From an optimization exercise on the open Yosys and OpenROAD flow, aimed at small area, a short achievable clock period and few clock cycles per item; shortcuts taken in it are not production practice.
Function was checked by simulation only, so behaviour that the tests miss may differ from the original.
Power and IR drop assume default switching activity.

File: flow/design.v
`timescale 1ns/1ps
package kyber_params_pkg;
	localparam int KYBER_Q = 3329;  
	localparam int COEFF_W = 12;  
	localparam int LANES = 4;  
	localparam int NOISE_W = 25;
	localparam int ETA_SEL_BIT = NOISE_W - 1;
	typedef logic [COEFF_W-1:0] coeff_t;
	typedef logic [LANES*COEFF_W-1:0] poly_word_t;
	typedef logic [NOISE_W-1:0] noise_word_t;
endpackage
`timescale 1ns/1ps
package noise_acc_ctrl_pkg;
	localparam int WORDS_PER_POLY = 64;  
	localparam int WORD_IDX_W = $clog2(WORDS_PER_POLY);
	localparam int RING_LEN = 4;
	localparam int RING_LEN_W = $clog2(RING_LEN);
	localparam int RINGS = WORDS_PER_POLY / RING_LEN;
	localparam int NOISE_SAMPLE_W = 3;
	localparam int NOISE_ENC_W = 4 * NOISE_SAMPLE_W;  
	typedef logic [WORD_IDX_W-1:0] word_idx_t;
	typedef logic [NOISE_ENC_W-1:0] noise_enc_t;
endpackage
`timescale 1ns/1ps
module noise_acc_fsm
(
	input  logic clk,
	input  logic rst,
	input  logic start_i,
	input  logic noise_empty_i,
	input  logic poly_empty_i,
	input  logic last_i,       
	input  logic slot_i,       
	input  logic slot_next_i,  
	output logic idle_o,       
	output logic noise_req_o,
	output logic poly_req_o,
	output logic noise_take_o,  
	output logic poly_take_o,   
	output logic step_o
);
	logic noise_act_q;   
	logic poly_act_q;    
	logic noise_wait_q;  
	logic poly_wait_q;   
	logic noise_act_d;
	logic poly_act_d;
	assign idle_o = !noise_act_q && !poly_act_q;
	assign noise_req_o = !(noise_empty_i || noise_wait_q);
	assign poly_req_o  = !(poly_empty_i || poly_wait_q);
	assign noise_take_o = !noise_empty_i && (idle_o || (noise_act_q && slot_i));
	assign poly_take_o  = !poly_empty_i && poly_act_q && slot_i;
	assign step_o       = noise_take_o || poly_take_o;
	assign noise_act_d = start_i || (noise_act_q && !(noise_take_o && last_i));
	assign poly_act_d  = (noise_take_o && last_i) || (poly_act_q && !(poly_take_o && last_i));
	always_ff @(posedge clk) begin
		if (rst) begin
			noise_act_q  <= 1'b0;
			poly_act_q   <= 1'b0;
			noise_wait_q <= 1'b0;
			poly_wait_q  <= 1'b1;
		end else begin
			noise_act_q  <= noise_act_d;
			poly_act_q   <= poly_act_d;
			noise_wait_q <= !((noise_act_d && slot_next_i) || (!noise_act_d && !poly_act_d));
			poly_wait_q  <= !(poly_act_d && slot_next_i);
		end
	end
endmodule
`timescale 1ns/1ps
module word_counter
(
	input  logic                          clk,
	input  logic                          clr_i,   
	input  logic                          step_i,  
	output logic                          last_o,
	output logic                          slot_o,      
	output logic                          slot_next_o  
);
	noise_acc_ctrl_pkg::word_idx_t idx_q;  
	logic [noise_acc_ctrl_pkg::RING_LEN_W-1:0] mis_q;
	logic [noise_acc_ctrl_pkg::RING_LEN_W-1:0] mis_next;
	noise_acc_ctrl_pkg::word_idx_t idx;    
	assign idx      = clr_i ? '0 : idx_q;
	assign last_o   = &idx;
	assign mis_next = clr_i ? '0 : mis_q + noise_acc_ctrl_pkg::RING_LEN_W'(!step_i);
	assign slot_o      = mis_q == '0;
	assign slot_next_o = mis_next == '0;
	always_ff @(posedge clk) begin
		idx_q <= idx + noise_acc_ctrl_pkg::WORD_IDX_W'(step_i);
		mis_q <= mis_next;
	end
endmodule
`timescale 1ns/1ps
module cbd_sampler
(
	input  kyber_params_pkg::noise_word_t word_i,
	output noise_acc_ctrl_pkg::noise_enc_t samples_o
);
	for (genvar n = 0; n < kyber_params_pkg::LANES; n++) begin : g_lane
		logic [1:0] pos_sum;
		logic [1:0] neg_sum;
		assign pos_sum = word_i[kyber_params_pkg::ETA_SEL_BIT]
			? 2'(word_i[6*n]) + 2'(word_i[6*n+1]) + 2'(word_i[6*n+2])
			: 2'(word_i[4*n]) + 2'(word_i[4*n+1]);
		assign neg_sum = word_i[kyber_params_pkg::ETA_SEL_BIT]
			? 2'(word_i[6*n+3]) + 2'(word_i[6*n+4]) + 2'(word_i[6*n+5])
			: 2'(word_i[4*n+2]) + 2'(word_i[4*n+3]);
		assign samples_o[n*noise_acc_ctrl_pkg::NOISE_SAMPLE_W +: noise_acc_ctrl_pkg::NOISE_SAMPLE_W] = {1'b0, pos_sum} - {1'b0, neg_sum};
	end
endmodule
`timescale 1ns/1ps
module poly_ram
(
	input  logic                           clk,
	input  logic                           shift_i,
	input  noise_acc_ctrl_pkg::noise_enc_t wr_data_i,
	output noise_acc_ctrl_pkg::noise_enc_t rd_data_o
);
	localparam int RINGS = noise_acc_ctrl_pkg::RINGS;
	localparam int LEN   = noise_acc_ctrl_pkg::RING_LEN;
	noise_acc_ctrl_pkg::noise_enc_t ring [RINGS][LEN];
	for (genvar j = 0; j < RINGS; j++) begin : g_ring
		noise_acc_ctrl_pkg::noise_enc_t feed;
		if (j == 0) begin : g_head
			assign feed = wr_data_i;
		end else begin : g_link
			assign feed = ring[j-1][LEN-1];
		end
		always_ff @(posedge clk) begin
			ring[j][0] <= shift_i ? feed : ring[j][LEN-1];
			for (int i = 1; i < LEN; i++)
				ring[j][i] <= ring[j][i-1];
		end
	end
	assign rd_data_o = ring[RINGS-1][LEN-1];
endmodule
`timescale 1ns/1ps
module mod_q_adder
(
	input  kyber_params_pkg::poly_word_t   a_i,
	input  noise_acc_ctrl_pkg::noise_enc_t b_i,
	output kyber_params_pkg::poly_word_t   sum_o
);
	function automatic kyber_params_pkg::coeff_t add_mod_q(input kyber_params_pkg::coeff_t a, input logic [2:0] b);
		logic [1:0]  lo;
		logic        c2;
		logic        inc;
		logic        dec;
		logic [9:0]  ones;   
		logic [9:0]  zeros;  
		logic [11:0] raw;
		logic        wrap_lo;
		logic        wrap_hi;
		lo[0] = a[0] ^ b[0];
		lo[1] = a[1] ^ b[1] ^ (a[0] & b[0]);
		c2    = (a[1] & b[1]) | ((a[1] ^ b[1]) & a[0] & b[0]);
		inc   = !b[2] && c2;
		dec   = b[2] && !c2;
		for (int k = 0; k < 10; k++) begin
			ones[k]  = &(a[11:2] | ~((10'd1 << k) - 10'd1));
			zeros[k] = ~|(a[11:2] & ((10'd1 << k) - 10'd1));
		end
		raw[1:0] = lo;
		for (int i = 2; i < 12; i++)
			raw[i] = a[i] ^ ((inc && ones[i-2]) || (dec && zeros[i-2]));
		wrap_lo = dec && a[11:2] == 10'h000;                                                  
		wrap_hi = !b[2] && lo != 2'b00 && (a[11:2] == 10'h340 || (a[11:2] == 10'h33F && c2));  
		if (wrap_lo)
			add_mod_q = {3'b110, lo == 2'b11, {6{lo != 2'b11}}, lo + 2'd1};  
		else if (wrap_hi)
			add_mod_q = {10'd0, lo - 2'd1};
		else
			add_mod_q = raw;
	endfunction
	for (genvar n = 0; n < kyber_params_pkg::LANES; n++) begin : g_lane
		assign sum_o[n*kyber_params_pkg::COEFF_W +: kyber_params_pkg::COEFF_W] = add_mod_q(
			a_i[n*kyber_params_pkg::COEFF_W +: kyber_params_pkg::COEFF_W],
			b_i[n*noise_acc_ctrl_pkg::NOISE_SAMPLE_W +: noise_acc_ctrl_pkg::NOISE_SAMPLE_W]);
	end
endmodule
`timescale 1ns/1ps
module kyber_noise_acc
(
	input  logic        clk,
	input  logic        rst,
	input  logic        start_i,
	input  logic        noise_empty_i,
	output logic        noise_req_o,
	input  kyber_params_pkg::noise_word_t noise_i,
	input  logic        poly_empty_i,
	output logic        poly_req_o,
	input  kyber_params_pkg::poly_word_t  poly_i,
	output kyber_params_pkg::poly_word_t  sum_o,
	output logic        sum_valid_o,
	output logic        done_o
);
	logic       step;
	logic       last;
	logic       slot;
	logic       idle;
	logic       slot_next;
	logic       noise_take;
	logic       poly_take;
	logic       noise_req_q;  
	logic       poly_req_q;   
	logic       last_q;       
	noise_acc_ctrl_pkg::noise_enc_t samples;
	noise_acc_ctrl_pkg::noise_enc_t stored;
	kyber_params_pkg::poly_word_t   sum_next;
	noise_acc_fsm u_fsm (
		.clk           (clk),
		.rst           (rst),
		.start_i       (start_i),
		.noise_empty_i (noise_empty_i),
		.poly_empty_i  (poly_empty_i),
		.last_i        (last),
		.slot_i        (slot),
		.slot_next_i   (slot_next),
		.idle_o        (idle),
		.noise_req_o   (noise_req_o),
		.poly_req_o    (poly_req_o),
		.noise_take_o  (noise_take),
		.poly_take_o   (poly_take),
		.step_o        (step)
	);
	word_counter u_counter (
		.clk         (clk),
		.clr_i       (idle),
		.step_i      (step),
		.last_o      (last),
		.slot_o      (slot),
		.slot_next_o (slot_next)
	);
	always_ff @(posedge clk) begin
		if (rst) begin
			noise_req_q <= 1'b0;
			poly_req_q  <= 1'b0;
		end else begin
			noise_req_q <= noise_take;
			poly_req_q  <= poly_take;
		end
		last_q <= poly_take && last;
	end
	cbd_sampler u_sampler (
		.word_i    (noise_i),
		.samples_o (samples)
	);
	poly_ram u_ram (
		.clk       (clk),
		.shift_i   (noise_req_q || poly_req_q),
		.wr_data_i (samples),
		.rd_data_o (stored)
	);
	mod_q_adder u_adder (
		.a_i   (poly_i),
		.b_i   (stored),
		.sum_o (sum_next)
	);
	always_ff @(posedge clk) begin
		sum_o <= sum_next;
		if (rst) begin
			sum_valid_o <= 1'b0;
			done_o      <= 1'b0;
		end else begin
			sum_valid_o <= poly_req_q;
			done_o      <= !start_i && (done_o || (poly_req_q && last_q));
		end
	end
endmodule
File: flow/flow/run.sh
#!/bin/bash
# Standard layout, with plain buffers (instead of the default delay-cell
# buffers) on the ports.
set -e
export BUFFER_PORTS_ARGS="-buffer_cell sky130_fd_sc_hd__buf_1"
bash standard.sh > standard.log 2>&1
File: flow/standard.sh
#!/bin/bash
# synth_recipe.tcl (not shown) runs the flow's synth.tcl, then flattens the netlist and writes it again
# the make line also repeats each setting of config.mk as NAME=value (left out here)
make -C /OpenROAD-flow-scripts/flow DESIGN_CONFIG=/design/flow/config.mk WORK_HOME=/design/flow/orfs CLKGATE_MAP_FILE= SYNTH_SCRIPT=/design/flow/synth_recipe.tcl "${@:-finish}"
File: flow/config.mk
export PLATFORM = sky130hd
export DESIGN_NAME = kyber_noise_acc
export DESIGN_NICKNAME = kyber_noise_acc
export VERILOG_FILES = /design/flow/design.v
export SDC_FILE = /design/flow/constraint.sdc
export NUM_CORES = 4
export LEC_CHECK = 0
export ABC_AREA = 1
export CAP_MARGIN = 20
export CORE_MARGIN = 2
export CORE_UTILIZATION = 40
export CTS_BUF_LIST = sky130_fd_sc_hd__clkbuf_8
export CTS_CLUSTER_DIAMETER = 60
export CTS_CLUSTER_SIZE = 20
export SETUP_SLACK_MARGIN = 3.4
export SLEW_MARGIN = 20
File: flow/constraint.sdc
create_clock -name core_clock -period 6.0 [get_ports {clk}]
set_input_delay 1.2000 -clock core_clock [delete_from_list [all_inputs] [get_ports {clk}]]
set_output_delay 1.2000 -clock core_clock [all_outputs]
set_load 0.01 [all_outputs]
==> flow_summary_export.csv, run 1 <==
group,metric,value,unit
drt,met2_length,13400,um
floorplanning,row_count,86,
drt,firstDrtPassIters,4,
logic_synthesis,synth-compound-area-share,5.54,%
drt,drt_iter0_markers,573,
sta,setup_viol,0,
sta,slew_headroom,29.6,%
critical_path,crit_buf_inv,2,
sta,timing.hold.ws,0.322,ns
global_routing,grt_pass1_wl,53900,um
critical_path,r2r-start,"u_ram.ring[63][7]$_DFF_P_",
final_layout,final_area,0.0247,mm^2
critical_path,timing.critical_path.cells,"buf_6, nor2_4, buf_2",
hold_path,hp-class,"reg2reg",
global_routing,track_usage,11.2,%
critical_path,crit_fanout,2,
sta,finClkSkew,0.0154,ns
cts,cts-root-buf,"clkbuf_8",
critical_path,reg2regPathDepth,11,
sta,max_freq,0.372,GHz
critical_path,crit_required,4.80,ns
logic_synthesis,seq_area_frac_synth,74.5,%
logic_synthesis,yosys.area.top_type_share,74.5,%
critical_path,cpMaxStageDelayCell,"buf_2",
drt,ant_nets,0,
critical_path,r2r_setup_slack,3.97,ns
global_routing,overflow,0,
drt,dr_wl_met3,1420,um
final_layout,fill_cells,5221,
drt,wl,31600,um
power_and_ir_drop,ir_worst_vdd,221,uV
cts,htree_levels,2,
power_and_ir_drop,powerDensity,439,mW/mm^2
critical_path,timing.rr.end,"sum_o[31]$_DFF_P_",
logic_synthesis,synthMuxAreaShare,0.520,%
critical_path,crit_end,"poly_req_o",
power_and_ir_drop,p_leak,11.1,nW
floorplanning,num_io_pins,130,
drt,wl_met1,15900,um
logic_synthesis,synth_xor_xnor_area_share,1.06,%
logic_synthesis,syn-instance-count,1968,
sta,fin_ws,3.31,ns
cts,cts_tree,"yes",
critical_path,crit_type,"in2out",
logic_synthesis,synth_top_family_by_area,"simple AND/OR/NAND/NOR gates",
global_routing,grt_pass1_vias,11700,
place,globalplace.congestion,0.794,
run,drv_cap,0,
floorplanning,dieArea,0.0578,mm^2
critical_path,path_depth,3,
critical_path,cp-end-kind,"output pin",
logic_synthesis,ys_ff_latch,833,
final_layout,layout-drive-gt1-share,7.06,%
critical_path,max_stage_delay,0.13,ns
logic_synthesis,synthAdderAreaFrac,3.48,%
final_layout,final_common_cell,"dfxtp_1",
logic_synthesis,yosys.area.top_type,"dfxtp_1",
place,dp_hpwl,20300,um
sta,worstMarginPinSlew,1.06,ns
critical_path,cp-startpoint,"poly_empty_i",
final_layout,final_cell_mix,"dfxtp_1, nand2_1, inv_1",
logic_synthesis,synth-simple-area-share,10.6,%
final_layout,nets,2244,
global_routing,antenna_found_initial,1,
drt,drc_errors,0,
cts,cts_buffers,53,
sta,hold_violations,0,
sta,fin_setup_tns,0,ns
sta,slew_viol_final,0,
status,outcome,"complete, no violations",
sta,grt_setup_unrepaired,"true",
cts,path_clk_slew,0.11,ns
drt,num_vias,12100,
critical_path,cp_top_family,"buffers and inverters",
floorplanning,core_area,0.0552,mm^2
critical_path,critPathArrivalTime,1.49,ns
floorplanning,die_h,241,um
drt,viasPerCell,4.22,
place,dp_slack,2.65,ns
drt,top_layer,"met4",
logic_synthesis,avgSynthCellArea,11.4,um^2
cts,clock_path_buffers,3,
final_layout,areaGrowthSynthToFinish,10.4,%
floorplanning,die_w,241,um
logic_synthesis,syn_area,0.0224,mm^2
logic_synthesis,synthTopCellsByArea,"dfxtp_1, nand2_1, inv_1, o21ai_0, ha_1",
cts,cts_sinks,833,
cts,insertion_delay,0.66,ns
place,dpl_cell_area,0.0238,mm^2
logic_synthesis,syn-num-nets,2101,
floorplanning,initial_core_util,40.5,%
sta,period_needed,2.69,ns
place,io_buffers,129,
global_routing,grt_max_degree,250,
critical_path,start_kind,"input pin",
logic_synthesis,yosys_warnings,6,
drt,wl_per_cell,11.0,um
cts,hold_buffers,0,
sta,fin_crit_sh,44.9,%
logic_synthesis,yosys.cell_types.count,37,
## sequential cells by signal, indices dropped and copies added, names as in the netlist
name and cells:
done_o 1, last_q 1, noise_req_q 1, poly_req_q 1, sum_o 48, sum_valid_o 1
u_counter.idx_q 6, u_counter.mis_q 2, u_fsm.noise_act_q 1, u_fsm.noise_wait_q 1, u_fsm.poly_act_q 1, u_fsm.poly_wait_q 1
u_ram.ring 768
## metrics by stage
| step | total power, mW | std cells | utilization [%] |
|---|---|---|---|
| finish | 10.8 | 2874 | 44.8 |
| global placement | 8.42 | 2802 | 43.0 |
| floorplan | 8.07 | 1968 | - |
| CTS | 11.1 | 2873 | 44.7 |
| global route | 11.5 | 2874 | 44.8 |
| detailed placement | 8.48 | 2802 | 43.0 |
## cell families (layout without fill, tap and decap cells)
| kind of cell | Yosys count | in the layout |
|---|---|---|
| simple gates | 554 | 554 |
| flops | 833 | 833 |
| fa+ha+maj | 55 | 55 |
| xor+xnor | 27 | 27 |
| mux | 11 | 11 |
| compound gates | 241 | 241 |
| buf+inv | 247 | 404 |
| other cells | 0 | 1 |
## synth_stat cells, drive strengths merged
cell	n
a21oi	104
mux2	5
or2	4
nor4	3
clkinv	1
xnor2	3
o21ai	135
nand2	313
o21ba	1
mux2i	6
buf	31
inv	201
fa	12
o22ai	1
dfxtp	833
ha	43
nand4	13
xor2	24
nand3	62
nor3	8
clkbuf	14
nor2	151
## area by class of cell
type | count | area (um^2) | share of cell area [%]
flip-flops and latches | 833 | 16700 | 67.5
multi-input cells | 888 | 4850 | 19.6
well taps | 748 | 936 | 3.79
inverters | 202 | 773 | 3.13
clock buffers | 54 | 743 | 3.01
repair buffers | 133 | 558 | 2.26
clock inverters | 15 | 166 | 0.674
diodes | 1 | 2.50 | 0.0101
## routing by layer
metal  track usage, %  vias up
li1                 -     6394
met1             15.0     5518
met2             17.4      164
met3             2.35       58
met4             4.89        0
met5                0        -
## how the worst min path moves through the flow
stage	endpoint	cells after the start	start	slack [ns]
4_1_cts	u_ram.ring[11][5]$_DFF_P_	0	u_ram.ring[10][5]$_DFF_P_	0.32
6_report	u_ram.ring[13][9]$_DFF_P_	0	u_ram.ring[12][9]$_DFF_P_	0.32
3_5_place_dp	u_ram.ring[26][7]$_DFF_P_	0	u_ram.ring[25][7]$_DFF_P_	0.31
5_1_grt	u_ram.ring[11][11]$_DFF_P_	0	u_ram.ring[10][11]$_DFF_P_	0.32
2_1_floorplan	u_ram.ring[10][0]$_DFF_P_	0	u_ram.ring[9][0]$_DFF_P_	0.31
3_3_place_gp	u_ram.ring[63][1]$_DFF_P_	0	u_ram.ring[62][1]$_DFF_P_	0.31
## power by group
group	switching (mW)	internal, mW	leakage [nW]	total (mW)
clock	1.65	0.876	0.460	2.53
sequential	0.379	7.00	7.01	7.38
combinational	0.566	0.370	3.66	0.935
total	2.60	8.25	11.1	10.8
## timing repair
action	CTS	global route
buffers inserted	2	0
pin swaps	2	0
endpoints found under the setup margin	3	2
resized for setup	7	2
Testbench counts, summed over its fixed seeds: cycles 16,640, transforms 128.
==> run 2: changes to the inputs <==
==> flow/flow/run.sh (replaced) <==
#!/bin/bash
# Standard layout, with plain buffers (instead of the default delay-cell
# buffers) on the ports, and a clock tree without dummy balancing loads.
set -e
export BUFFER_PORTS_ARGS="-buffer_cell sky130_fd_sc_hd__buf_1"
export CTS_ARGS="-sink_clustering_enable -repair_clock_nets -sink_clustering_size 20 -sink_clustering_max_diameter 60 -buf_list sky130_fd_sc_hd__clkbuf_8 -dont_use_dummy_load"
bash standard.sh > standard.log 2>&1
--- a/flow/config.mk
+++ b/flow/config.mk
@@ -10,3 +10,3 @@
 export CORE_MARGIN = 2
-export CORE_UTILIZATION = 40
+export CORE_UTILIZATION = 70
 export CTS_BUF_LIST = sky130_fd_sc_hd__clkbuf_8
==> run 2 against run 1 <==
Compared with the run above: still clean on timing, DRC and antenna; clock power is 13% lower; non-clock buffer count is 1 higher; final cell count decreased by 13%; via count grew 0.27%; clock-buffer cell count fell by 6; sequential power rose by 0.5%.
==> flow_summary_export.csv, run 2 <==
group,metric,value,unit
final_layout,top_regs,"u_ram.ring (768), sum_o (48), u_counter.idx_q (6)",
critical_path,cp_top_family,"buffers and inverters",
logic_synthesis,ys_dominant_reg_cell,"dfxtp_1",
global_routing,grt_pass1_vias,11800,
place,place_inst,2457,
logic_synthesis,seq_area_frac_synth,74.5,%
global_routing,antenna_found_initial,0,
critical_path,cp-end-kind,"output pin",
logic_synthesis,yosys.cell_types.count,37,
floorplanning,die_h,183,um
power_and_ir_drop,p_seq_share,70.3,%
floorplanning,die_w,183,um
floorplanning,core_area,0.0316,mm^2
final_layout,fill_cells,2137,
final_layout,final_area,0.0240,mm^2
power_and_ir_drop,p_leak,11.0,nW
final_layout,diodes,0,
critical_path,crit_top_cell,"buf_6",
floorplanning,initial_core_util,70.9,%
place,dpl_cell_area,0.0233,mm^2
logic_synthesis,ys_ff_latch,833,
floorplanning,row_count,65,
cts,clock_path_buffers,3,
drt,firstDrtPassIters,6,
cts,cts-root-buf,"clkbuf_8",
critical_path,cpMaxStageDelayCell,"buf_6",
final_layout,final_core_util,76.1,%
sta,finClkSkew,0.0483,ns
final_layout,areaGrowthSynthToFinish,7.38,%
drt,drc_errors,0,
place,globalplace.congestion,0.834,
drt,ant_nets,0,
critical_path,timing.critical_path.cells,"buf_6, nor2_4, buf_6",
sta,slew_viol_final,0,
sta,max_freq,0.371,GHz
power_and_ir_drop,p_int,8.10,mW
critical_path,crit_required,4.80,ns
global_routing,grt_pass1_wl,53400,um
sta,slew_headroom,31.6,%
cts,hold_buffers,0,
power_and_ir_drop,p_sw_share,23.2,%
power_and_ir_drop,p_comb_share,9.0,%
sta,hold_violations,0,
status,outcome,"complete, no violations",
power_and_ir_drop,power.switching,2.45,mW
final_layout,nets,2240,
global_routing,overflow,0,
cts,cts_tree,"yes",
sta,setup_viol,0,
final_layout,layout-drive-gt1-share,6.32,%
logic_synthesis,syn-num-nets,2101,
final_layout,stdcell_count,2507,
sta,worstMarginPinSlew,1.03,ns
drt,wl,31000,um
logic_synthesis,synthTopCellsByArea,"dfxtp_1, nand2_1, inv_1, o21ai_0, ha_1",
final_layout,final_cell_mix,"dfxtp_1, nand2_1, inv_1",
global_routing,track_usage,18.9,%
critical_path,start_kind,"input pin",
power_and_ir_drop,p_clk_share,20.7,%
critical_path,critPathArrivalTime,1.49,ns
floorplanning,num_io_pins,130,
logic_synthesis,synth-edff-count,0,
cts,insertion_delay,0.61,ns
global_routing,grt_max_degree,240,
logic_synthesis,syn-instance-count,1968,
sta,fin_setup_tns,0,ns
floorplanning,dieArea,0.0334,mm^2
logic_synthesis,yosys.area.top_type_share,74.5,%
run,drv_cap,0,
drt,viasPerCell,4.85,
final_layout,final_common_cell,"dfxtp_1",
drt,num_vias,12200,
critical_path,max_stage_delay,0.11,ns
drt,drt_iter0_markers,566,
critical_path,crit_fanout,2,
sta,grt_setup_unrepaired,"true",
logic_synthesis,netlist_top_cells_count,"dfxtp_1, nand2_1, inv_1",
cts,cts_sinks,833,
drt,wl_per_cell,12.4,um
hold_path,hp-class,"reg2reg",
logic_synthesis,syn_area,0.0224,mm^2
sta,period_needed,2.69,ns
power_and_ir_drop,ir_worst_vdd,347,uV
cts,htree_levels,2,
power_and_ir_drop,powerDensity,439,mW/mm^2
critical_path,crit_type,"in2out",
final_layout,largest_reg_flops,768,
logic_synthesis,async_flop_share,0,%
sta,fin_crit_sh,44.9,%
place,io_buffers,129,
critical_path,crit_buf_inv,2,
logic_synthesis,yosys_warnings,6,
cts,path_clk_slew,0.11,ns
final_layout,largest_register,"u_ram.ring",
logic_synthesis,avgSynthCellArea,11.4,um^2
cts,cts_buffers,48,
place,dp_hpwl,19800,um
power_and_ir_drop,power,10.6,mW
logic_synthesis,yosys.area.top_type,"dfxtp_1",
logic_synthesis,yosysMostFrequentCell,"dfxtp_1",
run 2: cell counts after synthesis:
Identical to the previous run, type by type.
run 2: final timing paths:
| kind | startpoint | endpoint | slack [ns] | cells past startpoint |
|---|---|---|---|---|
| worst max-delay path | poly_empty_i | poly_req_o | 3.31 | 3 |
| worst min-delay path | u_ram.ring[17][2]$_DFF_P_ | u_ram.ring[18][2]$_DFF_P_ | 0.31 | 0 |
| worst max register to register | poly_req_q$_SDFF_PP0_ | u_ram.ring[4][1]$_DFF_P_ | 3.80 | 5 |
| worst min register to register | u_ram.ring[17][2]$_DFF_P_ | u_ram.ring[18][2]$_DFF_P_ | 0.31 | 0 |
run 2: through the flow:
stage                     hold slack, ns  setup slack [ns]
after floorplan                    0.310              3.26
after global placement             0.309              2.79
after detailed placement           0.312              2.67
final                              0.313              3.31
after CTS                          0.310              3.31
after global routing               0.314              3.30
run 2: final cells by class:
type                            count  area (um^2)  share of cell area (%)
Sequential cell                   833        16700                    69.4
Tap cell                          402          503                    2.09
Inverter                          202          773                    3.22
Clock buffer                       48          661                    2.75
Timing Repair Buffer              134          562                    2.34
Multi-Input combinational cell    888         4850                    20.2
run 2: kinds of logic (layout without fill, tap and decap cells):
logic type / after synthesis / count (layout) / synth area share, %
flops: 833 / 833 / 74.5
simple gates: 554 / 554 / 10.6
buf+inv: 247 / 384 / 4.28
compound gates: 241 / 241 / 5.54
fa+ha+maj: 55 / 55 / 3.48
xor+xnor: 27 / 27 / 1.06
mux: 11 / 11 / 0.520
run 2: what timing repair did:
action                                  4_1_cts  5_1_grt
endpoints found under the setup margin        5        4
resized for setup                             7        6
buffers inserted                              2        0
pin swaps                                     2        0
run 2: per-layer routing:
metal	vias to the layer above	wire length, um	global-route usage, %
met5	-	0	0
met4	0	565	5.09
met3	54	988	2.74
met2	162	14600	32.2
met1	5612	14800	25.7
li1	6339	-	-
run 2: power groups by stage:
stage          Combinational (mW)  Clock, mW  Sequential [mW]
2_1_floorplan               0.652          0             7.42
4_1_cts                     0.964       2.27             7.44
3_3_place_gp                0.909          0             7.48
5_1_grt                      1.11       2.45             7.57
6_report                    0.945       2.19             7.42
3_5_place_dp                0.947          0             7.55
==> run 3: changes to the inputs <==
--- a/flow/config.mk
+++ b/flow/config.mk
@@ -10,3 +10,3 @@
 export CORE_MARGIN = 2
-export CORE_UTILIZATION = 70
+export CORE_UTILIZATION = 60
 export CTS_BUF_LIST = sky130_fd_sc_hd__clkbuf_8
==> run 3 against run 2 <==
Compared with the run above: still clean on timing, DRC and antenna; flip-flop and latch count is the same; clock power is essentially flat; register-to-register slack gained 0.03 ns; routed wire length shrank 3.2%; synthesized cell count is the same; sequential share of layout area shrank 0.35 points; combinational power shrank 2%; sequential power is essentially flat; largest power group unchanged.
==> flow_summary_export.csv, run 3 <==
group,metric,value,unit
status,outcome,"complete, no violations",
drt,wl_per_cell,11.6,um
drt,viasPerCell,4.64,
floorplanning,initial_core_util,61.0,%
global_routing,overflow,0,
critical_path,timing.rr.end,"u_ram.ring[8][10]$_DFF_P_",
logic_synthesis,yosys.area.top_type,"dfxtp_1",
power_and_ir_drop,power.switching,2.42,mW
critical_path,cp-end-kind,"output pin",
power_and_ir_drop,ir_worst_vdd,358,uV
cts,path_clk_slew,0.11,ns
critical_path,crit_fanout,2,
global_routing,grt_pass1_wl,52000,um
critical_path,start_kind,"input pin",
hold_path,min_from,"u_ram.ring[58][7]$_DFF_P_",
sta,grt_setup_unrepaired,"true",
drt,ant_nets,0,
sta,period_needed,2.68,ns
floorplanning,die_h,197,um
sta,slew_viol_final,0,
sta,worstMarginPinSlew,0.815,ns
sta,max_freq,0.373,GHz
final_layout,areaGrowthSynthToFinish,7.92,%
place,dp_hpwl,19500,um
floorplanning,die_w,197,um
cts,insertion_delay,0.63,ns
critical_path,crit_required,4.80,ns
cts,cts_tree,"yes",
floorplanning,row_count,70,
sta,hold_violations,0,
power_and_ir_drop,p_int,8.12,mW
drt,num_vias,11900,
cts,cts_sinks,833,
cts,htree_levels,2,
final_layout,nets,2242,
critical_path,critPathArrivalTime,1.48,ns
hold_path,hold_path_end,"u_ram.ring[59][7]$_DFF_P_",
sta,fin_setup_tns,0,ns
critical_path,crit_type,"in2out",
power_and_ir_drop,p_sw_share,22.9,%
logic_synthesis,yosys_warnings,6,
logic_synthesis,syn-instance-count,1968,
place,globalplace.congestion,0.808,
logic_synthesis,yosys.area.top_type_share,74.5,%
power_and_ir_drop,powerDensity,437,mW/mm^2
drt,wl,30000,um
place,io_buffers,129,
drt,firstDrtPassIters,4,
cts,cts-root-buf,"clkbuf_8",
final_layout,final_common_cell,"dfxtp_1",
critical_path,r2r-start,"poly_req_q$_SDFF_PP0_",
floorplanning,dieArea,0.0389,mm^2
final_layout,diodes,0,
final_layout,largest_reg_flops,768,
logic_synthesis,seq_area_frac_synth,74.5,%
hold_path,hp-class,"reg2reg",
logic_synthesis,yosys.cell_types.count,37,
sta,fin_crit_sh,44.6,%
global_routing,grt_pass1_vias,11600,
final_layout,layout-drive-gt1-share,6.31,%
power_and_ir_drop,p_leak,11.0,nW
sta,finClkSkew,0.0553,ns
global_routing,track_usage,16.0,%
logic_synthesis,netlist_top_cells_count,"dfxtp_1, nand2_1, inv_1",
floorplanning,core_area,0.0367,mm^2
power_and_ir_drop,power,10.5,mW
final_layout,largest_register,"u_ram.ring",
global_routing,antenna_found_initial,0,
logic_synthesis,yosysMostFrequentCell,"dfxtp_1",
critical_path,max_stage_delay,0.12,ns
power_and_ir_drop,p_seq_share,70.1,%
critical_path,r2r_setup_slack,3.83,ns
logic_synthesis,synthTopCellsByArea,"dfxtp_1, nand2_1, inv_1, o21ai_0, ha_1",
hold_path,hold_depth,0,
power_and_ir_drop,p_comb_share,8.8,%
final_layout,top_regs,"u_ram.ring (768), sum_o (48), u_counter.idx_q (6)",
cts,clock_path_buffers,3,
drt,drt_iter0_markers,420,
logic_synthesis,ys_dominant_reg_cell,"dfxtp_1",
logic_synthesis,synth-edff-count,0,
critical_path,cpMaxStageDelayCell,"buf_2",
final_layout,fill_cells,2918,
critical_path,reg2regPathDepth,5,
sta,setup_viol,0,
floorplanning,num_io_pins,130,
logic_synthesis,syn-num-nets,2101,
global_routing,grt_max_degree,195,
final_layout,final_cell_mix,"dfxtp_1, nand2_1, inv_1",
logic_synthesis,ys_ff_latch,833,
run,drv_cap,0,
logic_synthesis,async_flop_share,0,%
logic_synthesis,avgSynthCellArea,11.4,um^2
sta,slew_headroom,45.7,%
power_and_ir_drop,p_clk_share,21.1,%
drt,drc_errors,0,
critical_path,timing.critical_path.cells,"buf_6, nor2_4, buf_2",
cts,cts_buffers,50,
logic_synthesis,syn_area,0.0224,mm^2
run 3: layer usage:
metal	wire length, um	GRT usage (%)
met4	652	4.79
met2	13300	26.6
met1	14900	21.2
met3	1150	3.53
met5	0	0
run 3: worst max-delay path by stage:
stage / startpoint / to / slack (ns) / cells after the start
after global routing: noise_empty_i / noise_req_o / 3.29 / 3
after floorplan: noise_i[8] / u_ram.ring[0][4]$_DFF_P_ / 3.26 / 9
final: noise_empty_i / noise_req_o / 3.32 / 3
after global placement: noise_i[24] / u_ram.ring[0][10]$_DFF_P_ / 2.76 / 8
after CTS: noise_empty_i / noise_req_o / 3.31 / 3
after detailed placement: noise_i[24] / u_ram.ring[0][10]$_DFF_P_ / 2.69 / 8
run 3: cell type report:
class / count / area (um^2) / share of cell area [%]
clock buffer: 50 / 688 / 2.85
inverter: 202 / 773 / 3.20
tap: 468 / 586 / 2.42
sequential: 833 / 16700 / 69.1
timing repair buffer: 134 / 567 / 2.35
multi-input combinational: 888 / 4860 / 20.1
run 3: stage by stage:
stage / instances / setup WS [ns] / util (%) / area (um^2) / hold slack [ns]
final: 2575 / 3.32 / 65.8 / 24100 / 0.273
after global routing: 2575 / 3.29 / 65.8 / 24100 / 0.266
after CTS: 2575 / 3.31 / 65.7 / 24100 / 0.277
after detailed placement: 2523 / 2.69 / 63.8 / 23400 / 0.312
after global placement: 2523 / 2.76 / 63.8 / 23400 / 0.310
after floorplan: 1968 / 3.26 / - / 22500 / 0.310
run 3: critical path, delay by kind of cell:
kind	cells	cell delay, ns
buffers and inverters	2	0.22
AND/OR/NAND/NOR	1	0.06
run 3: cells by family (layout without fill, tap and decap cells):
logic type / Yosys count / after routing / synth area share, %
flip-flops: 833 / 833 / 74.5
AND/OR/NAND/NOR: 554 / 554 / 10.6
buffers and inverters: 247 / 386 / 4.28
AO/OA/AOI/OAI: 241 / 241 / 5.54
adder cells (fa/ha/maj): 55 / 55 / 3.48
XOR/XNOR: 27 / 27 / 1.06
multiplexers: 11 / 11 / 0.520
run 3: power by group through the flow:
stage	clock network, mW	registers (mW)	logic [mW]
global route	2.52	7.55	1.10
finish	2.22	7.39	0.928
CTS	2.33	7.42	0.951
detailed placement	0	7.53	0.939
global placement	0	7.48	0.929
floorplan	0	7.42	0.652
run 3: timing repair:
action                     4_1_cts  5_1_grt
setup endpoints to repair        3        5
buffers inserted                 2        0
hold buffers                     0        0
hold endpoints to repair         0        0
gates resized for setup          7        7
pin swaps                        2        0
==> run 4: changes to the inputs <==
--- a/flow/config.mk
+++ b/flow/config.mk
@@ -14,3 +14,3 @@
 export CTS_CLUSTER_SIZE = 20
-export SETUP_SLACK_MARGIN = 3.4
+export SETUP_SLACK_MARGIN = 3.3
 export SLEW_MARGIN = 20
==> run 4 against run 3 <==
Compared with the run above: combinational power about the same; critical path type unchanged; register-to-register slack worse by 0.16 ns; maximum frequency down 0.78%; die area unchanged; largest power group unchanged; core utilization about the same; final area about the same; non-clock buffer count down 1; global-route usage up 0.062 points; power up 0.25%; worst hold slack better by 0.0040 ns.
==> flow_summary_export.csv, run 4 <==
group,metric,value,unit
place,io_buffers,129,
drt,viasPerCell,4.64,
global_routing,grt_pass1_wl,52000,um
cts,insertion_delay,0.66,ns
drt,drc_errors,0,
floorplanning,initial_core_util,61.0,%
critical_path,timing.rr.end,"u_ram.ring[60][9]$_DFF_P_",
status,outcome,"complete, no violations",
logic_synthesis,ys_ff_latch,833,
sta,hold_violations,0,
hold_path,hold_path_end,"u_ram.ring[1][11]$_DFF_P_",
power_and_ir_drop,p_sw_share,23.0,%
floorplanning,core_area,0.0367,mm^2
final_layout,largest_register,"u_ram.ring",
power_and_ir_drop,power.switching,2.43,mW
global_routing,grt_max_degree,202,
sta,max_freq,0.371,GHz
logic_synthesis,yosys_warnings,6,
sta,period_needed,2.70,ns
cts,cts_tree,"yes",
logic_synthesis,synthTopCellsByArea,"dfxtp_1, nand2_1, inv_1, o21ai_0, ha_1",
cts,cts_buffers,51,
logic_synthesis,yosys.area.top_type_share,74.5,%
power_and_ir_drop,p_comb_share,8.8,%
sta,grt_setup_unrepaired,"true",
drt,ant_nets,0,
final_layout,top_regs,"u_ram.ring (768), sum_o (48), u_counter.idx_q (6)",
sta,slew_viol_final,0,
floorplanning,dieArea,0.0389,mm^2
drt,drt_iter0_markers,462,
global_routing,overflow,0,
critical_path,crit_required,4.80,ns
power_and_ir_drop,p_leak,11.0,nW
cts,cts-root-buf,"clkbuf_8",
cts,path_clk_slew,0.11,ns
place,dp_hpwl,19800,um
global_routing,antenna_found_initial,0,
sta,timing.hold.ws,0.277,ns
critical_path,r2r-start,"poly_req_q$_SDFF_PP0_",
critical_path,start_kind,"input pin",
critical_path,crit_fanout,2,
floorplanning,num_io_pins,130,
sta,finClkSkew,0.0647,ns
hold_path,min_from,"u_ram.ring[0][11]$_DFF_P_",
critical_path,r2r_setup_slack,3.67,ns
floorplanning,die_w,197,um
place,dpl_cell_area,0.0234,mm^2
drt,wl_per_cell,11.7,um
logic_synthesis,seq_area_frac_synth,74.5,%
hold_path,hold_depth,0,
final_layout,final_area,0.0241,mm^2
sta,setup_viol,0,
final_layout,areaGrowthSynthToFinish,7.85,%
power_and_ir_drop,p_clk_share,21.2,%
critical_path,critPathArrivalTime,1.50,ns
logic_synthesis,ys_dominant_reg_cell,"dfxtp_1",
global_routing,grt_pass1_vias,11700,
power_and_ir_drop,p_seq_share,70.0,%
logic_synthesis,yosys.cell_types.count,37,
floorplanning,die_h,197,um
logic_synthesis,netlist_top_cells_count,"dfxtp_1, nand2_1, inv_1",
sta,slew_headroom,39.4,%
final_layout,final_cell_mix,"dfxtp_1, nand2_1, inv_1",
logic_synthesis,async_flop_share,0,%
logic_synthesis,yosys.area.top_type,"dfxtp_1",
critical_path,cp-startpoint,"poly_empty_i",
run,drv_cap,0,
power_and_ir_drop,powerDensity,438,mW/mm^2
sta,worstMarginPinSlew,0.906,ns
final_layout,layout-drive-gt1-share,6.17,%
logic_synthesis,syn-instance-count,1968,
drt,firstDrtPassIters,4,
final_layout,nets,2242,
critical_path,crit_type,"in2out",
cts,htree_levels,2,
cts,cts_sinks,833,
logic_synthesis,yosysMostFrequentCell,"dfxtp_1",
logic_synthesis,syn_area,0.0224,mm^2
place,globalplace.congestion,0.823,
critical_path,cp-end-kind,"output pin",
critical_path,reg2regPathDepth,3,
power_and_ir_drop,ir_worst_vdd,299,uV
floorplanning,row_count,70,
final_layout,final_common_cell,"dfxtp_1",
logic_synthesis,synth-edff-count,0,
cts,clock_path_buffers,3,
sta,fin_crit_sh,45.0,%
logic_synthesis,syn-num-nets,2101,
drt,num_vias,12000,
power_and_ir_drop,power,10.6,mW
drt,wl,30200,um
global_routing,track_usage,16.1,%
power_and_ir_drop,p_int,8.13,mW
sta,fin_setup_tns,0,ns
logic_synthesis,avgSynthCellArea,11.4,um^2
final_layout,largest_reg_flops,768,
hold_path,hp-class,"reg2reg",
final_layout,diodes,0,
[run 4: power by group through the flow]
stage	clock, mW	sequential [mW]	combinational, mW
floorplan	0	7.42	0.647
detailed placement	0	7.54	0.937
CTS	2.35	7.43	0.948
global placement	0	7.48	0.925
finish	2.24	7.40	0.926
global route	2.54	7.55	1.10
[run 4: what timing repair did]
item                       CTS  global route
hold buffers                 0             0
setup endpoints to repair    2             3
gates resized for setup      6             4
setup buffers                0             1
pin swaps                    2             1
[run 4: worst max path at each step]
stage / endpoint / slack, ns / cells after the start
finish: poly_req_o / 3.30 / 3
global route: noise_req_o / 3.29 / 3
detailed placement: u_ram.ring[0][10]$_DFF_P_ / 2.77 / 8
global placement: u_ram.ring[0][10]$_DFF_P_ / 2.83 / 8
floorplan: u_ram.ring[0][4]$_DFF_P_ / 3.26 / 9
CTS: poly_req_o / 3.30 / 3
[run 4: through the flow]
stage               setup WS [ns]  std cells  util (%)
floorplan                    3.26       1968         -
global placement             2.83       2523      63.8
detailed placement           2.77       2523      63.8
CTS                          3.30       2574      65.7
global route                 3.29       2575      65.8
finish                       3.30       2575      65.8
[run 4: layout make-up]
| class | instances | area (um^2) |
|---|---|---|
| well taps | 468 | 586 |
| multi-input cells | 888 | 4830 |
| inverters | 202 | 773 |
| clock buffers | 51 | 702 |
| repair buffers | 133 | 562 |
| flip-flops and latches | 833 | 16700 |
| fillers | 2921 | 12600 |
[run 4: layer usage]
metal  global-route usage [%]  vias to the layer above  part of all wire [%]  wire length [um]
li1                         -                     6360                     -                 -
met1                     21.7                     5391                    50             15100
met2                     26.0                      155                    44             13300
met3                     2.95                       53                   3.7              1100
met4                     6.10                        0                   2.4               736
met5                        0                        -                     0                 0
[run 4: critical path: stages]
cell	delay [ns]
buf_8	0.10
nor2_2	0.08
buf_2	0.12
[run 4: logic make-up after synthesis]
kind of cell	share of synthesized area, %
mux	0.520
simple gates	10.6
xor+xnor	1.06
compound gates	5.54
flops	74.5
fa+ha+maj	3.48
buf+inv	4.28
==> run 5: changes to the inputs <==
--- a/flow/design.v
+++ b/flow/design.v
@@ -34,3 +34,2 @@
 	input  logic slot_next_i,  
-	output logic idle_o,       
 	output logic noise_req_o,
@@ -47,6 +46,5 @@
 	logic poly_act_d;
-	assign idle_o = !noise_act_q && !poly_act_q;
 	assign noise_req_o = !(noise_empty_i || noise_wait_q);
 	assign poly_req_o  = !(poly_empty_i || poly_wait_q);
-	assign noise_take_o = !noise_empty_i && (idle_o || (noise_act_q && slot_i));
+	assign noise_take_o = !noise_empty_i && noise_act_q && slot_i;
 	assign poly_take_o  = !poly_empty_i && poly_act_q && slot_i;
@@ -59,3 +57,3 @@
 			poly_act_q   <= 1'b0;
-			noise_wait_q <= 1'b0;
+			noise_wait_q <= 1'b1;
 			poly_wait_q  <= 1'b1;
@@ -64,3 +62,3 @@
 			poly_act_q   <= poly_act_d;
-			noise_wait_q <= !((noise_act_d && slot_next_i) || (!noise_act_d && !poly_act_d));
+			noise_wait_q <= !(noise_act_d && slot_next_i);
 			poly_wait_q  <= !(poly_act_d && slot_next_i);
@@ -82,5 +80,3 @@
 	logic [noise_acc_ctrl_pkg::RING_LEN_W-1:0] mis_next;
-	noise_acc_ctrl_pkg::word_idx_t idx;    
-	assign idx      = clr_i ? '0 : idx_q;
-	assign last_o   = &idx;
+	assign last_o   = &idx_q;
 	assign mis_next = clr_i ? '0 : mis_q + noise_acc_ctrl_pkg::RING_LEN_W'(!step_i);
@@ -89,3 +85,3 @@
 	always_ff @(posedge clk) begin
-		idx_q <= idx + noise_acc_ctrl_pkg::WORD_IDX_W'(step_i);
+		idx_q <= clr_i ? '0 : idx_q + noise_acc_ctrl_pkg::WORD_IDX_W'(step_i);
 		mis_q <= mis_next;
@@ -200,3 +196,2 @@
 	logic       slot;
-	logic       idle;
 	logic       slot_next;
@@ -219,3 +214,2 @@
 		.slot_next_i   (slot_next),
-		.idle_o        (idle),
 		.noise_req_o   (noise_req_o),
@@ -228,3 +222,3 @@
 		.clk         (clk),
-		.clr_i       (idle),
+		.clr_i       (start_i),
 		.step_i      (step),
--- a/flow/config.mk
+++ b/flow/config.mk
@@ -14,3 +14,3 @@
 export CTS_CLUSTER_SIZE = 20
-export SETUP_SLACK_MARGIN = 3.3
+export SETUP_SLACK_MARGIN = 3.4
 export SLEW_MARGIN = 20
==> run 5 against run 4 <==
Compared with the run above: critical endpoint unchanged; still clean on timing, DRC and antenna; global-route usage is essentially flat; combinational power shrank 17%; clock skew shrank 0.025 ns; critical path type unchanged; non-clock buffer count grew 1; highest routed layer unchanged; maximum frequency shrank 0.14%; core utilization shrank 0.14 points; synthesized cell count shrank 1.4%; routed wire length grew 0.81%; register-to-register slack gained 0.27 ns; sequential power shrank 0.9%; synthesized area shrank 0.39%; flip-flop and latch count is the same.
==> flow_summary_export.csv, run 5 <==
group,metric,value,unit
status,outcome,"complete, no violations",
sta,slew_viol_final,0,
drt,ant_nets,0,
power_and_ir_drop,power,10.3,mW
floorplanning,dieArea,0.0387,mm^2
place,place_inst,2495,
cts,cts_tree,"yes",
logic_synthesis,yosys.area.top_type,"dfxtp_1",
critical_path,max_stage_delay,0.13,ns
floorplanning,core_area,0.0366,mm^2
power_and_ir_drop,p_sw_share,22.4,%
logic_synthesis,ys_ff_latch,833,
hold_path,min_from,"u_ram.ring[1][7]$_DFF_P_",
cts,hold_buffers,0,
power_and_ir_drop,ir_worst_vdd,282,uV
drt,drt_iter0_markers,460,
cts,clock_path_buffers,3,
sta,setup_viol,0,
logic_synthesis,async_flop_share,0,%
cts,cts_buffers,50,
critical_path,timing.rr.end,"sum_o[19]$_DFF_P_",
critical_path,crit_type,"in2out",
logic_synthesis,yosysMostFrequentCell,"dfxtp_1",
final_layout,layout-drive-gt1-share,6.01,%
final_layout,top_regs,"u_ram.ring (768), sum_o (48), u_counter.idx_q (6)",
drt,wl_per_cell,12.0,um
global_routing,antenna_found_initial,0,
final_layout,areaGrowthSynthToFinish,7.77,%
logic_synthesis,syn_area,0.0223,mm^2
sta,fin_setup_tns,0,ns
critical_path,r2r-start,"u_ram.ring[63][4]$_DFF_P_",
floorplanning,die_h,197,um
floorplanning,num_io_pins,130,
power_and_ir_drop,powerDensity,430,mW/mm^2
sta,period_needed,2.70,ns
cts,path_clk_slew,0.11,ns
critical_path,reg2regPathDepth,11,
power_and_ir_drop,p_int,8.01,mW
logic_synthesis,synth-edff-count,0,
hold_path,hold_path_end,"u_ram.ring[2][7]$_DFF_P_",
final_layout,final_core_util,65.6,%
place,io_buffers,129,
global_routing,overflow,0,
critical_path,crit_fanout,2,
logic_synthesis,yosys_warnings,6,
sta,grt_setup_unrepaired,"true",
final_layout,stdcell_count,2547,
power_and_ir_drop,p_seq_share,71.0,%
hold_path,hp-class,"reg2reg",
logic_synthesis,yosys.area.top_type_share,74.8,%
global_routing,grt_pass1_wl,52600,um
drt,wl,30500,um
logic_synthesis,seq_area_frac_synth,74.8,%
critical_path,start_kind,"input pin",
floorplanning,initial_core_util,60.9,%
global_routing,grt_pass1_vias,11700,
cts,insertion_delay,0.61,ns
global_routing,grt_max_degree,219,
sta,worstMarginPinSlew,0.919,ns
global_routing,track_usage,16.1,%
sta,max_freq,0.370,GHz
drt,viasPerCell,4.69,
final_layout,largest_reg_flops,768,
sta,slew_headroom,38.7,%
place,globalplace.congestion,0.818,
logic_synthesis,netlist_top_cells_count,"dfxtp_1, nand2_1, inv_1",
cts,htree_levels,2,
sta,fin_crit_sh,45.0,%
place,dp_hpwl,19600,um
power_and_ir_drop,power.switching,2.31,mW
cts,cts_sinks,833,
critical_path,cpMaxStageDelayCell,"buf_2",
cts,cts-root-buf,"clkbuf_8",
final_layout,nets,2214,
sta,hold_violations,0,
logic_synthesis,syn-num-nets,2074,
critical_path,cp-end-kind,"output pin",
logic_synthesis,avgSynthCellArea,11.5,um^2
logic_synthesis,yosys.cell_types.count,36,
power_and_ir_drop,p_clk_share,21.5,%
final_layout,diodes,0,
logic_synthesis,synthTopCellsByArea,"dfxtp_1, nand2_1, inv_1, o21ai_0, ha_1",
drt,drc_errors,0,
critical_path,r2r_setup_slack,3.94,ns
floorplanning,die_w,197,um
floorplanning,row_count,70,
sta,timing.hold.ws,0.292,ns
power_and_ir_drop,p_leak,11.0,nW
drt,num_vias,11900,
power_and_ir_drop,p_comb_share,7.5,%
final_layout,final_common_cell,"dfxtp_1",
critical_path,critPathArrivalTime,1.50,ns
drt,firstDrtPassIters,4,
critical_path,timing.critical_path.cells,"buf_6, nor2_2, buf_2",
final_layout,final_cell_mix,"dfxtp_1, nand2_1, inv_1",
logic_synthesis,syn-instance-count,1941,
final_layout,largest_register,"u_ram.ring",
logic_synthesis,ys_dominant_reg_cell,"dfxtp_1",
hold_path,hold_depth,0,
sta,finClkSkew,0.0393,ns
critical_path,crit_required,4.80,ns
run,drv_cap,0,
[run 5: timing repair]
action,in CTS,in global routing
resized for setup,3,8
endpoints found under the setup margin,5,2
buffers inserted,2,0
endpoints found under the hold margin,0,0
pin swaps,2,2
[run 5: final cells by class]
| type | count | area (um^2) |
|---|---|---|
| Clock buffer | 50 | 688 |
| Fill cell | 2945 | 12600 |
| Inverter | 189 | 724 |
| Multi-Input combinational cell | 873 | 4790 |
| Sequential cell | 833 | 16700 |
| Tap cell | 468 | 586 |
| Timing Repair Buffer | 134 | 559 |
[run 5: worst max path at each step]
stage / endpoint / cells past startpoint / startpoint / slack [ns]
after floorplan: u_ram.ring[0][4]$_DFF_P_ / 9 / noise_i[8] / 3.26
after global placement: u_ram.ring[0][10]$_DFF_P_ / 8 / noise_i[24] / 2.77
after detailed placement: u_ram.ring[0][10]$_DFF_P_ / 8 / noise_i[24] / 2.67
after CTS: poly_req_o / 3 / poly_empty_i / 3.29
after global routing: poly_req_o / 3 / poly_empty_i / 3.27
final: poly_req_o / 3 / poly_empty_i / 3.30
[run 5: cell families after synthesis]
family	Yosys count	share of synthesized area [%]
DFF	833	74.8
and+or+nand+nor	532	10.3
muxes	11	0.522
adders and majority gates	55	3.49
AOI/OAI and AO/OA	247	5.59
xor gates and xnor gates	28	1.17
buffers and inverters	235	4.13
[run 5: worst max-delay path, delay by kind of cell]
kind / cells / cell delay, ns
and+or+nand+nor: 1 / 0.08
buffers and inverters: 2 / 0.22
[run 5: power by group through the flow]
stage               Sequential (mW)  Clock (mW)  Combinational (mW)
global placement               7.42           0               0.767
global route                   7.48        2.54               0.918
finish                         7.33        2.22               0.773
detailed placement             7.47           0               0.782
CTS                            7.36        2.34               0.794
floorplan                      7.35           0               0.538
[run 5: metal layers]
metal  part of all wire [%]  track usage [%]  wire, um  up-vias
met2                     45             26.4     13700      146
met3                    3.5             3.10      1070       47
met4                    1.8             4.54       554        0
met1                     50             22.0     15100     5457
li1                       -                -         -     6285
met5                      0                0         0        -
[run 5: through the flow]
stage / instance area [um^2] / setup slack, ns
global placement: 23300 / 2.77
floorplan: 22400 / 3.26
global route: 24000 / 3.27
CTS: 24000 / 3.29
finish: 24000 / 3.30
detailed placement: 23300 / 2.67
Testbench counts of run 5, summed over its fixed seeds: cycles 16,768, transforms 128.
==> run 6: changes to the inputs <==
==> flow/flow/run.sh (replaced) <==
#!/bin/bash
# Standard layout, with three changes:
# - synthesis maps logic with an area-oriented ABC script (flow/synth.tcl),
# - plain buffers (instead of the default delay-cell buffers) on the ports,
# - a clock tree without dummy balancing loads.
set -e
export FLOW_WORK=$PWD
export FLOW_ABC_SCRIPT=$PWD/flow/abc_area_map.script
export BUFFER_PORTS_ARGS="-buffer_cell sky130_fd_sc_hd__buf_1"
export CTS_ARGS="-sink_clustering_enable -repair_clock_nets -sink_clustering_size 20 -sink_clustering_max_diameter 60 -buf_list sky130_fd_sc_hd__clkbuf_8 -dont_use_dummy_load"
sed "s#SYNTH_SCRIPT=[^ ]*#SYNTH_SCRIPT=$PWD/flow/synth.tcl#" standard.sh > flow_standard.sh
bash flow_standard.sh > standard.log 2>&1
==> flow/flow/abc_area_map.script (new file) <==
strash
&get -n
&st
&synch2
&put
dch -f
amap
topo
stime -c
==> flow/flow/synth.tcl (new file) <==
# The standard flow's synthesis (synth_recipe.tcl in the work folder), with the ABC
# mapping script replaced by the area-oriented one in this folder.
proc abc {args} {
  set i [lsearch -exact $args -script]
  if {$i >= 0} { lset args [expr {$i + 1}] $::env(FLOW_ABC_SCRIPT) }
  yosys abc {*}$args
}
source $::env(FLOW_WORK)/synth_recipe.tcl
--- a/flow/config.mk
+++ b/flow/config.mk
@@ -14,3 +14,3 @@
 export CTS_CLUSTER_SIZE = 20
-export SETUP_SLACK_MARGIN = 3.4
+export SETUP_SLACK_MARGIN = 3.3
 export SLEW_MARGIN = 20
==> run 6 against run 5 <==
Compared with the run above: highest routed layer unchanged; setup slack worse by 0.12 ns; global-route usage down 0.12 points; sequential power up 2.9%; die area down 5.0%; clock-buffer cell count unchanged; still clean; synthesized cell count down 23%; critical path depth up 10; largest power group unchanged; routed wire length down 3.3%; core utilization up 2.5 points; clock skew up 0.0067 ns; maximum frequency down 4.4%; critical endpoint is now sum_o[29]$_DFF_P_.
==> flow_summary_export.csv, run 6 <==
group,metric,value,unit
logic_synthesis,avgSynthCellArea,14.1,um^2
final_layout,largest_reg_flops,768,
critical_path,crit_required,6.46,ns
sta,slew_headroom,30.3,%
drt,firstDrtPassIters,5,
cts,path_clk_slew,0.11,ns
place,dp_hpwl,17500,um
logic_synthesis,yosys_warnings,6,
sta,fin_setup_tns,0,ns
logic_synthesis,synthTopCellsByArea,"dfxtp_1, o22a_1, ha_1, clkinv_1, nor2_1",
logic_synthesis,yosys.cell_types.count,37,
drt,viasPerCell,5.08,
cts,htree_levels,2,
global_routing,grt_pass1_vias,10400,
floorplanning,num_io_pins,130,
floorplanning,die_w,192,um
cts,clock_path_buffers,3,
final_layout,largest_register,"u_ram.ring",
floorplanning,core_area,0.0346,mm^2
logic_synthesis,syn-instance-count,1500,
logic_synthesis,syn-num-nets,1633,
logic_synthesis,seq_area_frac_synth,78.8,%
floorplanning,row_count,68,
place,place_inst,2088,
cts,cts_tree,"yes",
floorplanning,initial_core_util,61.1,%
final_layout,final_common_cell,"dfxtp_1",
logic_synthesis,async_flop_share,0,%
sta,period_needed,2.83,ns
place,dp_slack,2.43,ns
drt,drc_errors,0,
global_routing,grt_pass1_wl,48500,um
cts,insertion_delay,0.62,ns
critical_path,crit_type,"in2reg",
logic_synthesis,syn_area,0.0212,mm^2
floorplanning,dieArea,0.0368,mm^2
logic_synthesis,yosysMostFrequentCell,"dfxtp_1",
power_and_ir_drop,ir_worst_vdd,321,uV
final_layout,final_cell_mix,"dfxtp_1, o22a_1, buf_1",
power_and_ir_drop,p_leak,9.33,nW
status,outcome,"complete, no violations",
place,io_buffers,129,
floorplanning,die_h,192,um
sta,slew_viol_final,0,
final_layout,nets,1841,
final_layout,layout-drive-gt1-share,9.26,%
critical_path,cp-end-kind,"flip-flop",
global_routing,grt_max_degree,101,
logic_synthesis,synth-edff-count,0,
sta,finClkSkew,0.0460,ns
power_and_ir_drop,powerDensity,451,mW/mm^2
hold_path,hp-class,"reg2reg",
place,globalplace.congestion,0.870,
sta,fin_crit_sh,47.1,%
sta,hold_violations,0,
final_layout,top_regs,"u_ram.ring (768), sum_o (48), u_counter.idx_q (6)",
drt,wl_per_cell,13.6,um
sta,fin_ws,3.17,ns
drt,drt_iter0_markers,412,
global_routing,overflow,0,
sta,worstMarginPinSlew,1.05,ns
logic_synthesis,ys_dominant_reg_cell,"dfxtp_1",
critical_path,crit_fanout,8,
global_routing,track_usage,16.0,%
run,drv_cap,0,
logic_synthesis,netlist_top_cells_count,"dfxtp_1, o22a_1, clkinv_1",
sta,grt_setup_unrepaired,"true",
final_layout,stdcell_count,2161,
drt,num_vias,11000,
drt,ant_nets,0,
logic_synthesis,yosys.area.top_type,"dfxtp_1",
sta,max_freq,0.354,GHz
logic_synthesis,yosys.area.top_type_share,78.8,%
logic_synthesis,ys_ff_latch,833,
cts,cts_sinks,833,
cts,cts-root-buf,"clkbuf_8",
critical_path,start_kind,"input pin",
final_layout,areaGrowthSynthToFinish,11.5,%
cts,cts_buffers,50,
global_routing,antenna_found_initial,0,
final_layout,fill_cells,2574,
sta,setup_viol,0,
drt,wl,29500,um
critical_path,critPathArrivalTime,3.29,ns
final_layout,diodes,0,
[run 6: changes by cell type after synthesis, moves of 25 or more]
cell and change:
nand2_1 -232, inv_1 -187, o22a_1 +187, o21ai_0 -98, clkinv_1 +93, a21oi_1 -63
nor2_1 -59, nand3_1 -42, o22ai_1 +35, buf_2 -31, xor2_1 -25
[run 6: repair_timing]
action	in CTS	in global routing
pin swaps	8	25
gates cloned	0	1
setup buffers	3	19
hold buffers	0	0
resized for setup	8	46
endpoints found under the setup margin	20	25
[run 6: critical path, cell delays in order]
cell and delay, ns:
buf_6 0.09, ha_4 0.22, a31oi_4 0.22, ha_2 0.20, nor3b_4 0.18, nand2_1 0.10
nor2_2 0.14, nand3_2 0.09, or3_4 0.40, nor2_4 0.20, nor2_4 0.06, inv_4 0.10
o22ai_2 0.08
[run 6: path summary, 6_finish.rpt]
check | start | cells after the start | slack, ns | to
worst min-delay path | u_ram.ring[4][1]$_DFF_P_ | 0 | 0.28 | u_ram.ring[5][1]$_DFF_P_
worst max-delay path | poly_i[25] | 13 | 3.17 | sum_o[29]$_DFF_P_
worst max register to register | u_ram.ring[63][7]$_DFF_P_ | 12 | 3.48 | sum_o[29]$_DFF_P_
worst min register to register | u_ram.ring[4][1]$_DFF_P_ | 0 | 0.28 | u_ram.ring[5][1]$_DFF_P_
[run 6: kinds of logic after synthesis]
group,after synthesis,share of synthesized area [%]
flops,833,78.8
compound gates,338,12.0
simple gates,179,3.76
buf+inv,94,1.67
fa+ha+maj,55,3.68
xor+xnor,1,0.0414
[run 6: per-stage QoR]
step / instance area [um^2] / hold WS, ns / total power, mW / util, %
floorplan: 21500 / 0.310 / 8.12 / -
global placement: 22500 / 0.310 / 8.43 / 65.1
detailed placement: 22500 / 0.312 / 8.50 / 65.1
CTS: 23300 / 0.279 / 10.7 / 67.2
global route: 23600 / 0.272 / 11.2 / 68.1
finish: 23600 / 0.277 / 10.6 / 68.1
[run 6: power by group]
group	internal, mW	leakage (nW)	switching, mW
combinational	0.469	1.96	0.406
sequential	7.06	7.01	0.475
clock	0.753	0.359	1.48
[run 6: cell type report]
cell class	instances	area [um^2]	area share, %
Clock buffer	50	688	2.92
Inverter	94	380	1.61
Multi-Input combinational cell	573	4530	19.2
Sequential cell	833	16700	70.7
Tap cell	455	569	2.41
Timing Repair Buffer	155	732	3.10
Timing Repair inverter	1	3.75	0.0159
[run 6: metal layers]
layer  share of wire [%]  track usage (%)  up-vias
li1                    -                -     5588
met2                  42             24.2      195
met3                 4.5             3.03       59
met1                  51             22.9     5129
met4                 2.5             6.15        0
met5                   0                0        -
==> run 7: changes to the inputs <==
--- a/flow/design.v
+++ b/flow/design.v
@@ -34,2 +34,3 @@
 	input  logic slot_next_i,  
+	output logic idle_o,       
 	output logic noise_req_o,
@@ -46,5 +47,6 @@
 	logic poly_act_d;
+	assign idle_o = !noise_act_q && !poly_act_q;
 	assign noise_req_o = !(noise_empty_i || noise_wait_q);
 	assign poly_req_o  = !(poly_empty_i || poly_wait_q);
-	assign noise_take_o = !noise_empty_i && noise_act_q && slot_i;
+	assign noise_take_o = !noise_empty_i && (idle_o || (noise_act_q && slot_i));
 	assign poly_take_o  = !poly_empty_i && poly_act_q && slot_i;
@@ -57,3 +59,3 @@
 			poly_act_q   <= 1'b0;
-			noise_wait_q <= 1'b1;
+			noise_wait_q <= 1'b0;
 			poly_wait_q  <= 1'b1;
@@ -62,3 +64,3 @@
 			poly_act_q   <= poly_act_d;
-			noise_wait_q <= !(noise_act_d && slot_next_i);
+			noise_wait_q <= !((noise_act_d && slot_next_i) || (!noise_act_d && !poly_act_d));
 			poly_wait_q  <= !(poly_act_d && slot_next_i);
@@ -80,3 +82,5 @@
 	logic [noise_acc_ctrl_pkg::RING_LEN_W-1:0] mis_next;
-	assign last_o   = &idx_q;
+	noise_acc_ctrl_pkg::word_idx_t idx;    
+	assign idx      = clr_i ? '0 : idx_q;
+	assign last_o   = &idx;
 	assign mis_next = clr_i ? '0 : mis_q + noise_acc_ctrl_pkg::RING_LEN_W'(!step_i);
@@ -85,3 +89,3 @@
 	always_ff @(posedge clk) begin
-		idx_q <= clr_i ? '0 : idx_q + noise_acc_ctrl_pkg::WORD_IDX_W'(step_i);
+		idx_q <= idx + noise_acc_ctrl_pkg::WORD_IDX_W'(step_i);
 		mis_q <= mis_next;
@@ -196,2 +200,3 @@
 	logic       slot;
+	logic       idle;
 	logic       slot_next;
@@ -214,2 +219,3 @@
 		.slot_next_i   (slot_next),
+		.idle_o        (idle),
 		.noise_req_o   (noise_req_o),
@@ -222,3 +228,3 @@
 		.clk         (clk),
-		.clr_i       (start_i),
+		.clr_i       (idle),
 		.step_i      (step),
==> run 7 against run 6 <==
Compared with the run above: synthesized cell count rose by 0.47%; global-route usage increased by 0.50 points; via count down 0.38%; synthesized area is essentially flat; largest power group unchanged; worst hold slack better by 0.012 ns; setup slack better by 0.13 ns; final area shrank 1.1%; clock skew shrank 0.00061 ns; final cell count shrank 0.74%; critical path type is now in2out; clock-buffer cell count did not move; largest cell class unchanged; maximum frequency increased by 4.8%; sequential power about the same.
==> flow_summary_export.csv, run 7 <==
group,metric,value,unit
status,outcome,"complete, no violations",
sta,slew_headroom,39.6,%
sta,fin_crit_sh,44.9,%
critical_path,reg2regPathDepth,10,
floorplanning,die_w,192,um
critical_path,crit_type,"in2out",
critical_path,cp-end-kind,"output pin",
place,dp_hpwl,17400,um
final_layout,nets,1825,
final_layout,final_area,0.0233,mm^2
floorplanning,dieArea,0.0367,mm^2
logic_synthesis,synthTopCellsByArea,"dfxtp_1, o22a_1, ha_1, nor2_1, clkinv_1",
cts,clock_path_buffers,3,
power_and_ir_drop,ir_worst_vdd,306,uV
global_routing,grt_max_degree,165,
logic_synthesis,syn-num-nets,1640,
place,dpl_cell_area,0.0226,mm^2
sta,timing.hold.ws,0.289,ns
critical_path,r2r-start,"u_ram.ring[63][10]$_DFF_P_",
final_layout,final_cell_mix,"dfxtp_1, o22a_1, buf_1",
logic_synthesis,netlist_top_cells_count,"dfxtp_1, o22a_1, nor2_1",
cts,cts_sinks,833,
sta,period_needed,2.70,ns
drt,wl,29500,um
cts,cts-root-buf,"clkbuf_8",
critical_path,start_kind,"input pin",
critical_path,crit_required,4.80,ns
floorplanning,initial_core_util,61.0,%
drt,ant_nets,0,
final_layout,areaGrowthSynthToFinish,10.4,%
drt,firstDrtPassIters,5,
run,drv_cap,0,
global_routing,track_usage,16.5,%
drt,wl_per_cell,13.8,um
cts,htree_levels,2,
logic_synthesis,seq_area_frac_synth,78.9,%
final_layout,largest_register,"u_ram.ring",
logic_synthesis,ys_dominant_reg_cell,"dfxtp_1",
power_and_ir_drop,powerDensity,457,mW/mm^2
sta,finClkSkew,0.0454,ns
cts,cts_buffers,50,
drt,drt_iter0_markers,570,
logic_synthesis,yosys.area.top_type_share,78.9,%
final_layout,diodes,0,
logic_synthesis,syn_area,0.0211,mm^2
logic_synthesis,yosys.cell_types.count,28,
drt,num_vias,10900,
logic_synthesis,async_flop_share,0,%
cts,cts_tree,"yes",
floorplanning,row_count,68,
sta,worstMarginPinSlew,0.906,ns
global_routing,antenna_found_initial,0,
power_and_ir_drop,p_leak,9.05,nW
logic_synthesis,synth-edff-count,0,
logic_synthesis,synthAdderAreaFrac,3.68,%
critical_path,path_depth,3,
sta,hold_violations,0,
logic_synthesis,synth-simple-area-share,3.90,%
critical_path,crit_end,"noise_req_o",
critical_path,max_stage_delay,0.12,ns
floorplanning,die_h,192,um
place,io_buffers,129,
global_routing,grt_pass1_wl,49900,um
logic_synthesis,synth-compound-area-share,12.0,%
final_layout,layout-drive-gt1-share,7.10,%
cts,path_clk_slew,0.11,ns
final_layout,final_common_cell,"dfxtp_1",
critical_path,cp-startpoint,"noise_empty_i",
logic_synthesis,avgSynthCellArea,14.0,um^2
floorplanning,num_io_pins,130,
critical_path,crit_fanout,2,
-- run 7: cell families after synthesis --
logic type | Yosys count
flops | 833
compound gates | 339
simple gates | 192
buf+inv | 88
fa+ha+maj | 55
-- run 7: what timing repair did --
item | in CTS | in global routing
endpoints found under the setup margin | 8 | 3
pin swaps | 2 | 2
gates resized for setup | 3 | 10
setup buffers | 0 | 1
-- run 7: cell type report --
type | count | area (um^2)
Multi-Input combinational cell | 586 | 4480
Sequential cell | 833 | 16700
Inverter | 88 | 362
Tap cell | 455 | 569
Timing Repair Buffer | 133 | 552
Fill cell | 2607 | 11300
Clock buffer | 50 | 688
-- run 7: through the flow --
| stage | TNS (ns) | std cells | power, mW | utilization, % |
|---|---|---|---|---|
| 6_report | 0 | 2145 | 10.7 | 67.4 |
| 5_1_grt | 0 | 2145 | 11.3 | 67.4 |
| 4_1_cts | 0 | 2144 | 10.8 | 67.2 |
| 3_5_place_dp | 0 | 2094 | 8.56 | 65.2 |
| 3_3_place_gp | 0 | 2094 | 8.48 | 65.2 |
| 2_1_floorplan | -186.07 | 1507 | 8.16 | - |
-- run 7: routing by layer --
metal  global-route usage [%]  up-vias  part of all wire, %
li1                         -     5567                    -
met1                     23.6     5095                   52
met2                     25.0      216                   41
met3                     3.53       51                  4.9
met4                     5.65        0                  2.1
met5                        0        -                    0
-- run 7: power by group --
group          leakage [nW]  internal (mW)  switching [mW]
combinational          1.69          0.448           0.427
clock                 0.359          0.753            1.48
sequential             7.00           7.06           0.479
-- run 7: worst min path at each step --
stage	from	end	depth (start not counted)
after floorplan	u_ram.ring[9][0]$_DFF_P_	u_ram.ring[10][0]$_DFF_P_	0
after global placement	u_ram.ring[0][11]$_DFF_P_	u_ram.ring[1][11]$_DFF_P_	0
after detailed placement	u_ram.ring[10][8]$_DFF_P_	u_ram.ring[11][8]$_DFF_P_	0
after CTS	u_ram.ring[18][9]$_DFF_P_	u_ram.ring[19][9]$_DFF_P_	0
after global routing	u_ram.ring[61][2]$_DFF_P_	u_ram.ring[62][2]$_DFF_P_	0
final	u_ram.ring[17][10]$_DFF_P_	u_ram.ring[18][10]$_DFF_P_	0
Testbench counts of run 7, summed over its fixed seeds: cycles 16,640, transforms 128.

## separate check: timing with driven ports
Ports are ideal in the flow. The routed layouts listed here were re-timed in OpenROAD. Step 1 assumes that a clkbuf_16 drives the clock port and a buf_2 every other input. Step 2 also shifts input and output timing later by t, the mid clock arrival at the registers, as if the neighbouring blocks saw the same clock. Slacks: ideal ports / drivers / drivers and shift; pairs: ideal ports / drivers.
run	t (ns)	slack for setup (ns)
run 1	0.700	3.309 / 3.274 / 2.889
run 2	0.619	3.305 / 3.272 / 2.960
run 3	0.659	3.323 / 3.290 / 2.893
run 4	0.665	3.301 / 3.260 / 2.897
run 5	0.629	3.298 / 3.264 / 2.908
run 6	0.651	3.174 / 3.192 / 2.541
run 7	0.653	3.305 / 3.272 / 2.770
After both steps setup and hold are still met in every run listed.
